This design comes from an exercise in tuning for small area on the open sky130 flow, not from production work. Only simulation tests tie the RTL to the original design; equivalence was not proved. Power figures rest on the tool's default switching activity, not on a simulated workload.

==> design/flow/design.v <==
package branch_predict_ctrl_pkg;
  typedef enum logic [1:0] {
    SNT = 2'b00,
    WNT = 2'b01,
    WT  = 2'b10,
    ST  = 2'b11
  } ctr_t;
  localparam ctr_t CTR_RESET = WNT;
  localparam ctr_t CTR_ALLOC = WT;
  function automatic logic ctr_predicts_taken(input ctr_t c);
    ctr_predicts_taken = (c == branch_predict_ctrl_pkg::WT) || (c == branch_predict_ctrl_pkg::ST);
  endfunction
endpackage
module sat_ctr2 (
  input  branch_predict_ctrl_pkg::ctr_t cur,
  input  logic up,
  output branch_predict_ctrl_pkg::ctr_t nxt
);
  always_comb begin
    nxt = cur;
    unique case (cur)
      branch_predict_ctrl_pkg::SNT: nxt = up ? branch_predict_ctrl_pkg::WNT : branch_predict_ctrl_pkg::SNT;
      branch_predict_ctrl_pkg::WNT: nxt = up ? branch_predict_ctrl_pkg::WT  : branch_predict_ctrl_pkg::SNT;
      branch_predict_ctrl_pkg::WT:  nxt = up ? branch_predict_ctrl_pkg::ST  : branch_predict_ctrl_pkg::WNT;
      branch_predict_ctrl_pkg::ST:  nxt = up ? branch_predict_ctrl_pkg::ST  : branch_predict_ctrl_pkg::WT;
      default: nxt = cur;
    endcase
  end
endmodule
module branch_predict_ctrl #(
  parameter int unsigned IDX_BITS = 4,
  parameter int unsigned CNT_W    = 16
) (
  input  logic             clk,
  input  logic             rst_n,
  input  logic [31:0]      if_pc,
  output logic             pred_taken,
  output logic [31:0]      pred_target,
  input  logic             ex_branch,
  input  logic             ex_stall,
  input  logic [31:0]      ex_pc,
  input  logic             ex_taken,
  input  logic [31:0]      ex_target,
  input  logic             ex_pred_taken,
  input  logic [31:0]      ex_pred_target,
  output logic             redirect,
  output logic [31:0]      redirect_pc,
  output logic             flush_if_id,
  output logic             flush_id_ex,
  output logic [CNT_W-1:0] branch_count,
  output logic [CNT_W-1:0] mispredict_count
);
  localparam int unsigned ENTRIES = 1 << IDX_BITS;
  localparam int unsigned TAG_W   = 30 - IDX_BITS;
  logic [ENTRIES-1:0] btb_valid;
  logic [TAG_W-1:0]   btb_tag    [ENTRIES];
  logic [31:0]        btb_target [ENTRIES];
  branch_predict_ctrl_pkg::ctr_t               btb_ctr    [ENTRIES];
  logic [IDX_BITS-1:0] if_idx, ex_idx;
  logic [TAG_W-1:0]    if_tag, ex_tag;
  logic                if_hit, ex_hit;
  logic                resolve, mispredict;
  branch_predict_ctrl_pkg::ctr_t                ctr_next;
  assign if_idx = if_pc[IDX_BITS+1:2];
  assign if_tag = if_pc[31:IDX_BITS+2];
  assign ex_idx = ex_pc[IDX_BITS+1:2];
  assign ex_tag = ex_pc[31:IDX_BITS+2];
  assign if_hit      = btb_valid[if_idx] && (btb_tag[if_idx] == if_tag);
  assign pred_taken  = if_hit && branch_predict_ctrl_pkg::ctr_predicts_taken(btb_ctr[if_idx]);
  assign pred_target = if_hit ? btb_target[if_idx] : (if_pc + 32'd4);
  assign ex_hit     = btb_valid[ex_idx] && (btb_tag[ex_idx] == ex_tag);
  assign resolve    = ex_branch && !ex_stall;
  assign mispredict = resolve &&
                      ((ex_taken != ex_pred_taken) ||
                       (ex_taken && (ex_pred_target != ex_target)));
  assign redirect    = rst_n && mispredict;
  assign redirect_pc = ex_taken ? ex_target : (ex_pc + 32'd4);
  assign flush_if_id = redirect;
  assign flush_id_ex = redirect;
  sat_ctr2 u_sat_ctr2 (
    .cur (btb_ctr[ex_idx]),
    .up  (ex_taken),
    .nxt (ctr_next)
  );
  always_ff @(posedge clk or negedge rst_n) begin
    if (!rst_n) begin
      btb_valid        <= '0;
      branch_count     <= '0;
      mispredict_count <= '0;
      for (int unsigned i = 0; i < ENTRIES; i++) begin
        btb_tag[i]    <= '0;
        btb_target[i] <= '0;
        btb_ctr[i]    <= branch_predict_ctrl_pkg::CTR_RESET;
      end
    end else if (resolve) begin
      branch_count <= branch_count + CNT_W'(1);
      if (mispredict) begin
        mispredict_count <= mispredict_count + CNT_W'(1);
      end
      if (ex_hit) begin
        btb_ctr[ex_idx] <= ctr_next;
        if (ex_taken) begin
          btb_target[ex_idx] <= ex_target;
        end
      end else if (ex_taken) begin
        btb_valid[ex_idx]  <= 1'b1;
        btb_tag[ex_idx]    <= ex_tag;
        btb_target[ex_idx] <= ex_target;
        btb_ctr[ex_idx]    <= branch_predict_ctrl_pkg::CTR_ALLOC;
      end
    end
  end
endmodule
==> design/flow/run.sh <==
#!/bin/bash
# synth_recipe.tcl (not shown) runs the flow's synth.tcl, then flattens the netlist and writes it again
# the make line also repeats each setting of config.mk as NAME=value (left out here)
make -C /OpenROAD-flow-scripts/flow DESIGN_CONFIG=/design/flow/config.mk WORK_HOME=/design/flow/orfs CLKGATE_MAP_FILE= SYNTH_SCRIPT=/design/flow/synth_recipe.tcl finish
==> design/flow/config.mk <==
export PLATFORM = sky130hd
export DESIGN_NAME = branch_predict_ctrl
export DESIGN_NICKNAME = branch_predict_ctrl
export VERILOG_FILES = /design/flow/design.v
export SDC_FILE = /design/flow/constraint.sdc
export NUM_CORES = 4
export LEC_CHECK = 0
export CAP_MARGIN = 20
export CORE_MARGIN = 2
export CORE_UTILIZATION = 40
export SLEW_MARGIN = 20
==> design/flow/constraint.sdc <==
create_clock -name core_clock -period 10.0 [get_ports {clk}]
set_input_delay 2.0000 -clock core_clock [delete_from_list [all_inputs] [get_ports {clk}]]
set_output_delay 2.0000 -clock core_clock [all_outputs]
set_load 0.01 [all_outputs]
==> metrics.cfg, run 1 <==
[synthesis]
async_flop_share_pct = 100
yosys_warnings = 8
synth-edff-count = 0
netlist_instances = 4449
yosys.cell_types.count = 89
synth.ff_latch_count = 1008
synth_area_per_cell_um2 = 11.7
ys_seq_area_share_pct = 48.3
synthTopCellsByArea = dfrtp_1, mux2_2, mux2_1
post-synth-top-count-cell = dfrtp_1
yosysTopAreaCell = dfrtp_1
synth_fp_nets = 4595
synth-main-ff-cell = dfrtp_1
synth_area_um2 = 52200
synthTopCellsByCount = dfrtp_1, mux2_2, clkbuf_1, mux2_1, nand2_1
synth.top_cell.area_share_pct = 47.5

[route]
totalWireLength_um = 225000
wl_per_cell_um = 35.2
num_vias = 42300
ant_nets = 0
remaining_drc_errors = 0
wl_met2_um = 96000
avgViaCountPerCell = 6.62
met1Wirelength_um = 91300
drt_iter0_markers = 5504
first_pass_iters = 10
met3WireLength_um = 23800
dr.max_layer_used = met5

[cells_and_area]
final_area_um2 = 60500
nFillCells = 11900
syn_to_final_growth_pct = 15.8
final_nets = 4697
drive_gt1_share_pct = 27.2

[sta]
fin_crit_ns = 9.51
hold_ws_ns = 0.477
fin_crit_sh_pct = 95.1
max_freq_mhz = 105
final_hold_viol_count = 0
fin_skew_ns = 0.0614
drv_slew = 0
tightest_slew_ns = 1.28
max-slew-margin-rel_pct = 14.0
finalSetupViolations = 0
setup_tns_ns = 0
grt_setup_unrepaired = false
setup_slack_ns = 0.494

[clock_network]
cts_buffers = 110
postCtsHoldBufs = 0
cts_buffer_depth = 3
cts.repair.resized = 0
cts_tree = done
numClockSinks = 1008
clk_pin_slew_ns = 0.06
htreeDepth = 3
root_buffer = clkbuf_16
clk_latency_ns = 0.77
cts_setup_buffers = 0

[power]
swShare_pct = 29.4
p_int_mw = 7.75
leakage_nw = 26.4
power_density_nw_per_um2 = 181
total_power_mw = 11.0
combPwrFrac_pct = 16.0
ir_worst_vdd_mv = 0.143
seq_power_share_pct = 46.0
clkPwrFrac_pct = 38.0
power_switching_mw = 3.22

[die]
die_h_um = 365
core_um2 = 129000
chipWidth_um = 365
die_area_um2 = 133000
fp-row-count = 132
boundaryPins = 234
start_util_pct = 40.3

[hold_path]
min_path_type = flop to flop

[outcome]
status = complete, no violations

[setup_path]
critPathCaptureType = output port
worstPathMaxFanout = 74
crit_arrival_ns = 7.51
cp-start-kind = input port
critPathRequiredTime_ns = 8.00
path_class = input port to output port

[placement]
place_ws_ns = 0.687
dpl_cell_area_um2 = 56800
port_buffers = 233
gp_congestion = 1.05
dpl.hpwl_um = 148000

[global_route]
antenna_found_initial = 21
grt_pass1_vias = 41600
grt_pass1_wl_um = 318000
grt_use_total_pct = 33.4
grt_max_degree = 172
gr-total-overflow = 0

[flow_run]
drv_cap = 0

## registers in the layout (all words and copies together) (netlist names)
register / cells
mispredict_count: 16
branch_count: 16
btb_valid: 16
btb_ctr: 32
btb_tag: 416
btb_target: 512
## kinds of logic after synthesis
| logic type | share of synthesized area, % |
|---|---|
| muxes | 23.1 |
| DFF | 48.3 |
| AOI/OAI and AO/OA | 14.0 |
| and+or+nand+nor | 7.58 |
| buffers and inverters | 4.30 |
| xor gates and xnor gates | 2.30 |
| adders and majority gates | 0.326 |
## placed cells by master (no fill, tap or decap), types with 50 or more instances in the layout
master,netlist,routed
xor2_1,50,50
nand4_1,81,81
a21oi_1,110,110
a22oi_1,123,123
xnor2_1,87,87
nand2_1,200,199
a222oi_1,54,54
dfrtp_1,992,992
buf_4,20,193
mux2_2,747,747
nand3_1,135,131
o21ai_0,97,96
mux2i_1,99,99
a221oi_1,139,139
mux2_1,200,200
clkbuf_16,0,112
nor2_1,131,115
a22o_1,135,135
clkdlybuf4s50_1,0,227
## metal layers
metal | global-route usage (%) | up-vias
met5 | 0 | -
met4 | 17.2 | 18
met3 | 9.32 | 724
met2 | 48.9 | 2623
met1 | 45.0 | 21900
li1 | - | 17000
## worst max-delay path: stages
cell and delay [ns]:
clkdlybuf4s50_1 0.52, buf_4 0.29, ha_4 0.22, buf_12 0.23, a222oi_1 0.27, a21oi_1 0.12
o32ai_1 0.78, a21oi_1 0.13, a31oi_1 0.25, nand4_1 0.13, or4_1 0.58, and4b_2 0.70
buf_12 0.25, mux2i_1 0.35, clkdlybuf4s50_1 0.61
## power groups by stage
stage               clock, mW  sequential [mW]  combinational (mW)
floorplan                   0             4.95                1.01
global placement            0             5.09                1.70
detailed placement          0             5.10                1.72
CTS                      4.21             5.03                1.73
global route             4.38             5.10                1.85
finish                   4.17             5.05                1.76
## through the flow
stage,utilization [%],std cells
2_1_floorplan,-,4449
3_3_place_gp,43.9,6181
3_5_place_dp,43.9,6181
4_1_cts,46.7,6382
5_1_grt,46.7,6382
6_report,46.7,6385
## final cells by class
| cell class | instances | area (um^2) | share of cell area, % |
|---|---|---|---|
| sequential | 1008 | 25200 | 41.7 |
| multi-input combinational | 2937 | 25100 | 41.4 |
| timing repair buffer | 442 | 4150 | 6.86 |
| clock buffer | 164 | 3250 | 5.37 |
| tap | 1742 | 2180 | 3.60 |
| clock inverter | 37 | 409 | 0.676 |
| inverter | 52 | 195 | 0.323 |
| antenna | 3 | 7.51 | 0.0124 |
## final timing paths
path | start | to | slack (ns) | cells after the start
setup reg to reg | btb_tag[0][1]$_DFFE_PN0P_ | btb_tag[14][5]$_DFFE_PN0P_ | 5.37 | 11
min in group asynchronous | rst_n | btb_tag[2][5]$_DFFE_PN0P_ | 1.16 | 1
hold / removal | mispredict_count[15]$_DFFE_PN0P_ | mispredict_count[15]$_DFFE_PN0P_ | 0.48 | 1
max in group asynchronous | rst_n | btb_target[15][30]$_DFFE_PN0P_ | 5.33 | 5
hold reg to reg | mispredict_count[15]$_DFFE_PN0P_ | mispredict_count[15]$_DFFE_PN0P_ | 0.48 | 1
setup / recovery | if_pc[2] | pred_target[2] | 0.49 | 15
==> run 2, diff against run 1 <==
==> design/flow/design.v (replaced) <==
package branch_predict_ctrl_pkg;
  localparam logic [1:0] CTR_ALLOC = 2'b10;
endpackage
module sat_ctr2 (
  input  logic [1:0] cur,
  input  logic       up,
  output logic [1:0] nxt
);
  assign nxt[1] = up ? (cur[1] | cur[0]) : (cur[1] & cur[0]);
  assign nxt[0] = up ? (cur[1] | ~cur[0]) : (cur[1] & ~cur[0]);
endmodule
module branch_predict_ctrl #(
  parameter int unsigned IDX_BITS = 4,
  parameter int unsigned CNT_W    = 16
) (
  input  logic             clk,
  input  logic             rst_n,
  input  logic [31:0]      if_pc,
  output logic             pred_taken,
  output logic [31:0]      pred_target,
  input  logic             ex_branch,
  input  logic             ex_stall,
  input  logic [31:0]      ex_pc,
  input  logic             ex_taken,
  input  logic [31:0]      ex_target,
  input  logic             ex_pred_taken,
  input  logic [31:0]      ex_pred_target,
  output logic             redirect,
  output logic [31:0]      redirect_pc,
  output logic             flush_if_id,
  output logic             flush_id_ex,
  output logic [CNT_W-1:0] branch_count,
  output logic [CNT_W-1:0] mispredict_count
);
  localparam int unsigned ENTRIES = 1 << IDX_BITS;
  localparam int unsigned TAG_W   = 30 - IDX_BITS;
  logic [ENTRIES-1:0] btb_valid;
  logic [TAG_W-1:0]   btb_tag    [ENTRIES];
  logic [31:0]        btb_target [ENTRIES];
  logic [1:0]         btb_ctr    [ENTRIES];
  logic [IDX_BITS-1:0] if_idx, ex_idx;
  logic [TAG_W-1:0]    if_tag, ex_tag;
  logic                if_hit, ex_hit;
  logic                resolve, mispredict;
  logic                wr_entry, wr_ctr;
  logic [1:0]          ctr_inc, ctr_next;
  assign if_idx = if_pc[IDX_BITS+1:2];
  assign if_tag = if_pc[31:IDX_BITS+2];
  assign ex_idx = ex_pc[IDX_BITS+1:2];
  assign ex_tag = ex_pc[31:IDX_BITS+2];
  assign if_hit      = btb_valid[if_idx] && (btb_tag[if_idx] == if_tag);
  assign pred_taken  = if_hit && btb_ctr[if_idx][1];
  assign pred_target = if_hit ? btb_target[if_idx] : (if_pc + 32'd4);
  assign ex_hit     = btb_valid[ex_idx] && (btb_tag[ex_idx] == ex_tag);
  assign resolve    = ex_branch && !ex_stall;
  assign mispredict = resolve &&
                      ((ex_taken != ex_pred_taken) ||
                       (ex_taken && (ex_pred_target != ex_target)));
  assign redirect    = rst_n && mispredict;
  assign redirect_pc = ex_taken ? ex_target : (ex_pc + 32'd4);
  assign flush_if_id = redirect;
  assign flush_id_ex = redirect;
  sat_ctr2 u_sat_ctr2 (
    .cur (btb_ctr[ex_idx]),
    .up  (ex_taken),
    .nxt (ctr_inc)
  );
  assign wr_entry = resolve && ex_taken;
  assign wr_ctr   = resolve && (ex_hit || ex_taken);
  assign ctr_next = ex_hit ? ctr_inc : branch_predict_ctrl_pkg::CTR_ALLOC;
  always_ff @(posedge clk) begin
    for (int unsigned i = 0; i < ENTRIES; i++) begin
      if (wr_entry && (ex_idx == IDX_BITS'(i))) begin
        btb_tag[i]    <= ex_tag;
        btb_target[i] <= ex_target;
      end
      if (wr_ctr && (ex_idx == IDX_BITS'(i))) begin
        btb_ctr[i] <= ctr_next;
      end
    end
  end
  always_ff @(posedge clk or negedge rst_n) begin
    if (!rst_n) begin
      btb_valid <= '0;
    end else if (wr_entry) begin
      btb_valid[ex_idx] <= 1'b1;
    end
  end
  always_ff @(posedge clk or negedge rst_n) begin
    if (!rst_n) begin
      branch_count     <= '0;
      mispredict_count <= '0;
    end else if (resolve) begin
      branch_count <= branch_count + CNT_W'(1);
      if (mispredict) begin
        mispredict_count <= mispredict_count + CNT_W'(1);
      end
    end
  end
endmodule
==> run 2 against run 1 <==
Compared with the run above: total power fell by 9.7%; critical path type unchanged; register-to-register slack improved by 0.54 ns; sequential cell count did not move; still clean on timing, DRC and antenna; sequential power fell by 6.1%; worst hold slack got worse by 0.0058 ns; largest power group unchanged; critical path depth did not move; maximum frequency rose by 0.68%; design area fell by 13%; cell count fell by 22%; combinational power fell by 39%; die area fell by 15%; sequential share of layout area rose by 15 points.
==> metrics.cfg, run 2 <==
[outcome]
status = complete, no violations

[cells_and_area]
syn_to_final_growth_pct = 18.2
largest_register = btb_target
nFillCells = 9651  ; -19%
final_nets = 3536  ; -25%
top_regs = btb_target x512, btb_tag x416, btb_ctr x32
final_common_cell = edfxtp_1
final_cell_mix = edfxtp_1, a22oi_1, clkdlybuf4s50_1, nand2_1, buf_4
largest_register_ffs = 512  ; unchanged
drive_gt1_share_pct = 11.4  ; -16 points

[sta]
final_hold_viol_count = 0  ; unchanged
tightest_slew_ns = 1.20  ; -0.0752 ns
max_freq_mhz = 106  ; +0.68%
fin_skew_ns = 0.0283  ; -0.0331 ns
fin_crit_ns = 9.44  ; -0.0645 ns
max-slew-margin-rel_pct = 19.8  ; +5.8 points
finalSetupViolations = 0  ; unchanged
drv_slew = 0  ; unchanged
setup_tns_ns = 0  ; unchanged
grt_setup_unrepaired = false
fin_crit_sh_pct = 94.4  ; -0.65 points

[clock_network]
cts.repair.resized = 0  ; unchanged
htreeDepth = 3  ; unchanged
postCtsHoldBufs = 0  ; unchanged
cts_buffers = 102  ; -7.3%
cts_tree = done
cts_buffer_depth = 3  ; unchanged
clk_pin_slew_ns = 0.06  ; about the same
clk_latency_ns = 0.72  ; -0.05 ns
cts_setup_buffers = 0  ; unchanged
root_buffer = clkbuf_16
numClockSinks = 1008  ; unchanged

[synthesis]
synth_fp_nets = 3296  ; -28%
synth_area_um2 = 44400  ; -15%
async_flop_share_pct = 4.76  ; -95 points
synth.ff_latch_count = 1008  ; unchanged
ys_seq_area_share_pct = 67.6  ; +19 points
yosysTopAreaCell = edfxtp_1
post-synth-top-count-cell = edfxtp_1
synth-edff-count = 960  ; +960
synthTopCellsByCount = edfxtp_1, a22oi_1, nand2_1, clkbuf_1, nand3_1
synth.top_cell.area_share_pct = 64.9  ; +17 points
synth-main-ff-cell = edfxtp_1
synthTopCellsByArea = edfxtp_1, a22oi_1, dfrtp_1
yosys_warnings = 7  ; -1
synth_area_per_cell_um2 = 14.1  ; +20%
netlist_instances = 3149  ; -29%
yosys.cell_types.count = 85  ; -4.5%

[setup_path]
ff2ff_setup_slack_ns = 5.91  ; +0.54 ns
critPathTopFamily = buffers and inverters
path_class = input port to output port
r2r_start = btb_tag[14][11]$_DFFE_PP_
worstPathMaxFanout = 32  ; -57%
critPathRequiredTime_ns = 8.00  ; about the same
timing.rr.end = btb_ctr[4][1]$_DFFE_PP_
critPathCaptureType = output port
slowest_stage = clkdlybuf4s50_1
crit_arrival_ns = 7.44  ; -0.07 ns
max_stage_delay_ns = 0.78  ; about the same
cp-start-kind = input port
crit_buf_inv = 5  ; unchanged
path_cells = clkdlybuf4s50_1 -> inv_1 -> ha_2 -> o21ai_1 -> a22o_1 -> nor4_1 -> clkbuf_2 -> a211o_1 -> nand4_1 -> nor4bb_1 -> nand4_1 -> nor4_4 -> buf_12 -> mux2i_1 -> clkdlybuf4s50_1
reg2reg_depth = 11  ; unchanged

[die]
core_um2 = 110000  ; -15%
fp-row-count = 122  ; -7.6%
die_h_um = 337  ; -7.7%
start_util_pct = 40.3  ; -0.087 points
die_area_um2 = 114000  ; -15%
boundaryPins = 234  ; unchanged
chipWidth_um = 337  ; -7.7%

[route]
num_vias = 33400  ; -21%
wl_per_cell_um = 37.5  ; +6.6%
ant_nets = 0  ; unchanged
first_pass_iters = 9  ; -1
avgViaCountPerCell = 6.72  ; +1.5%
totalWireLength_um = 187000  ; -17%
drt_iter0_markers = 5416  ; -1.6%
remaining_drc_errors = 0  ; unchanged

[hold_path]
hold_start = mispredict_count[15]$_DFFE_PN0P_
worstHoldEndpoint = mispredict_count[15]$_DFFE_PN0P_
min_path_cells = 1  ; unchanged
min_path_type = flop to flop

[placement]
dpl.hpwl_um = 117000  ; -21%
gp_congestion = 1.02  ; -2.8%
port_buffers = 233  ; unchanged

[global_route]
grt_pass1_wl_um = 255000  ; -20%
antenna_found_initial = 12  ; -43%
grt_max_degree = 90  ; -48%
gr-total-overflow = 0  ; unchanged
grt_use_total_pct = 32.2  ; -1.1 points
grt_pass1_vias = 32000  ; -23%

[power]
power_density_nw_per_um2 = 189  ; +4.1%
ir_worst_vdd_mv = 0.148  ; +3.5%
leakage_nw = 16.9  ; -36%
total_power_mw = 9.91  ; -9.7%

[flow_run]
drv_cap = 0  ; unchanged

run 2: cell count changes after synthesis, sizes merged, moves of 47 or more:
cell | before | now
clkbuf | 272 | 119
dfrtp | 992 | 48
a22o | 135 | 88
mux2 | 947 | 12
edfxtp | 0 | 960
buf | 180 | 126
a22oi | 123 | 237
run 2: worst reg2reg max path, cell delays in order, from the launching register on:
cell	delay (ns)
edfxtp_1	0.39
a222oi_1	0.39
a21oi_1	0.13
a2111oi_0	0.55
buf_4	0.22
mux2_1	0.33
or4_1	0.55
nor4_2	0.16
buf_4	0.22
a21oi_1	0.08
buf_4	0.24
nor4b_1	0.47
run 2: kinds of logic after synthesis:
group           after synthesis  share of synthesized area (%)
simple gates                642                           7.46
mux                         113                           3.01
xor+xnor                    133                           2.62
fa+ha+maj                    14                          0.389
buf+inv                     302                           3.03
flops                      1008                           67.6
compound gates              937                           15.9
run 2: worst max path at each step:
stage / slack (ns) / to / from / cells past startpoint
floorplan: 2.14 / btb_tag[4][0]$_DFFE_PP_ / ex_pc[2] / 7
global placement: 0.31 / pred_target[2] / if_pc[3] / 14
detailed placement: 0.31 / pred_target[12] / if_pc[3] / 14
CTS: 0.28 / pred_target[12] / if_pc[3] / 14
global route: 0.28 / pred_taken / if_pc[3] / 14
finish: 0.56 / pred_target[7] / if_pc[3] / 15
run 2: final cells by class:
cell class / count / area (um^2) / area share, %
Sequential cell: 1008 / 30000 / 57.2
Antenna cell: 7 / 17.5 / 0.0334
Tap cell: 1488 / 1860 / 3.55
Timing Repair Buffer: 381 / 3500 / 6.66
Clock buffer: 120 / 2640 / 5.03
Inverter: 57 / 214 / 0.408
Multi-Input combinational cell: 1839 / 13300 / 25.3
Clock inverter: 72 / 948 / 1.81
run 2: metal layers:
metal  vias to the layer above  wire [um]  global-route usage, %  share of wire [%]
met5                         -         50                      0              0.027
met2                      2740      80900                   48.0                 43
li1                      13300          -                      -                  -
met1                     16800      69900                   42.3                 37
met4                        10      10200                   15.9                5.5
met3                       554      25500                   10.6                 14
run 2: report_power, final:
group          internal [mW]  switching [mW]  total, mW
clock                   2.37            1.73       4.10
combinational          0.372           0.699       1.07
sequential              4.68          0.0563       4.74
run 2: through the flow:
stage,area [um^2],utilization [%],setup slack [ns],hold slack [ns],instances
after global routing,52500,47.6,0.282,0.494,4966
after global placement,48900,44.3,0.308,0.452,4772
after detailed placement,48900,44.3,0.310,0.461,4772
after CTS,52500,47.5,0.283,0.475,4964
after floorplan,44400,-,2.14,0.439,3149
final,52500,47.6,0.558,0.472,4972

==> static timing again, ports no longer ideal <==
In the flow no input, the clock included, has a driving cell. The finished layouts below were timed again as built, in two steps. Step 1 assumes that a clkbuf_16 drives the clock port and a buf_2 every other input. Step 2 times the ports against the registers' clock, not the clock port: input delays grow and output delays shrink by t, the midpoint of the rising clock arrivals with the driver on. Slacks: no drivers / after step 1 / after step 2; pairs: no drivers / after step 1.
run | t (ns) | slack for setup (ns) | worst setup path at the end | slew at the worst register clock pin (ns) | pins driven straight from the clock port
run 1 | 0.824 | 0.494 / 0.472 / 0.472 | input to output | 0.07 / 0.07 | 1
run 2 | 0.770 | 0.558 / 0.528 / 0.528 | input to output | 0.07 / 0.07 | 1
After both steps setup and hold are still met in every run listed. For run 2, which loses most, drivers alone change the setup slack by -0.030 ns; drivers and shift together by -0.030 ns.
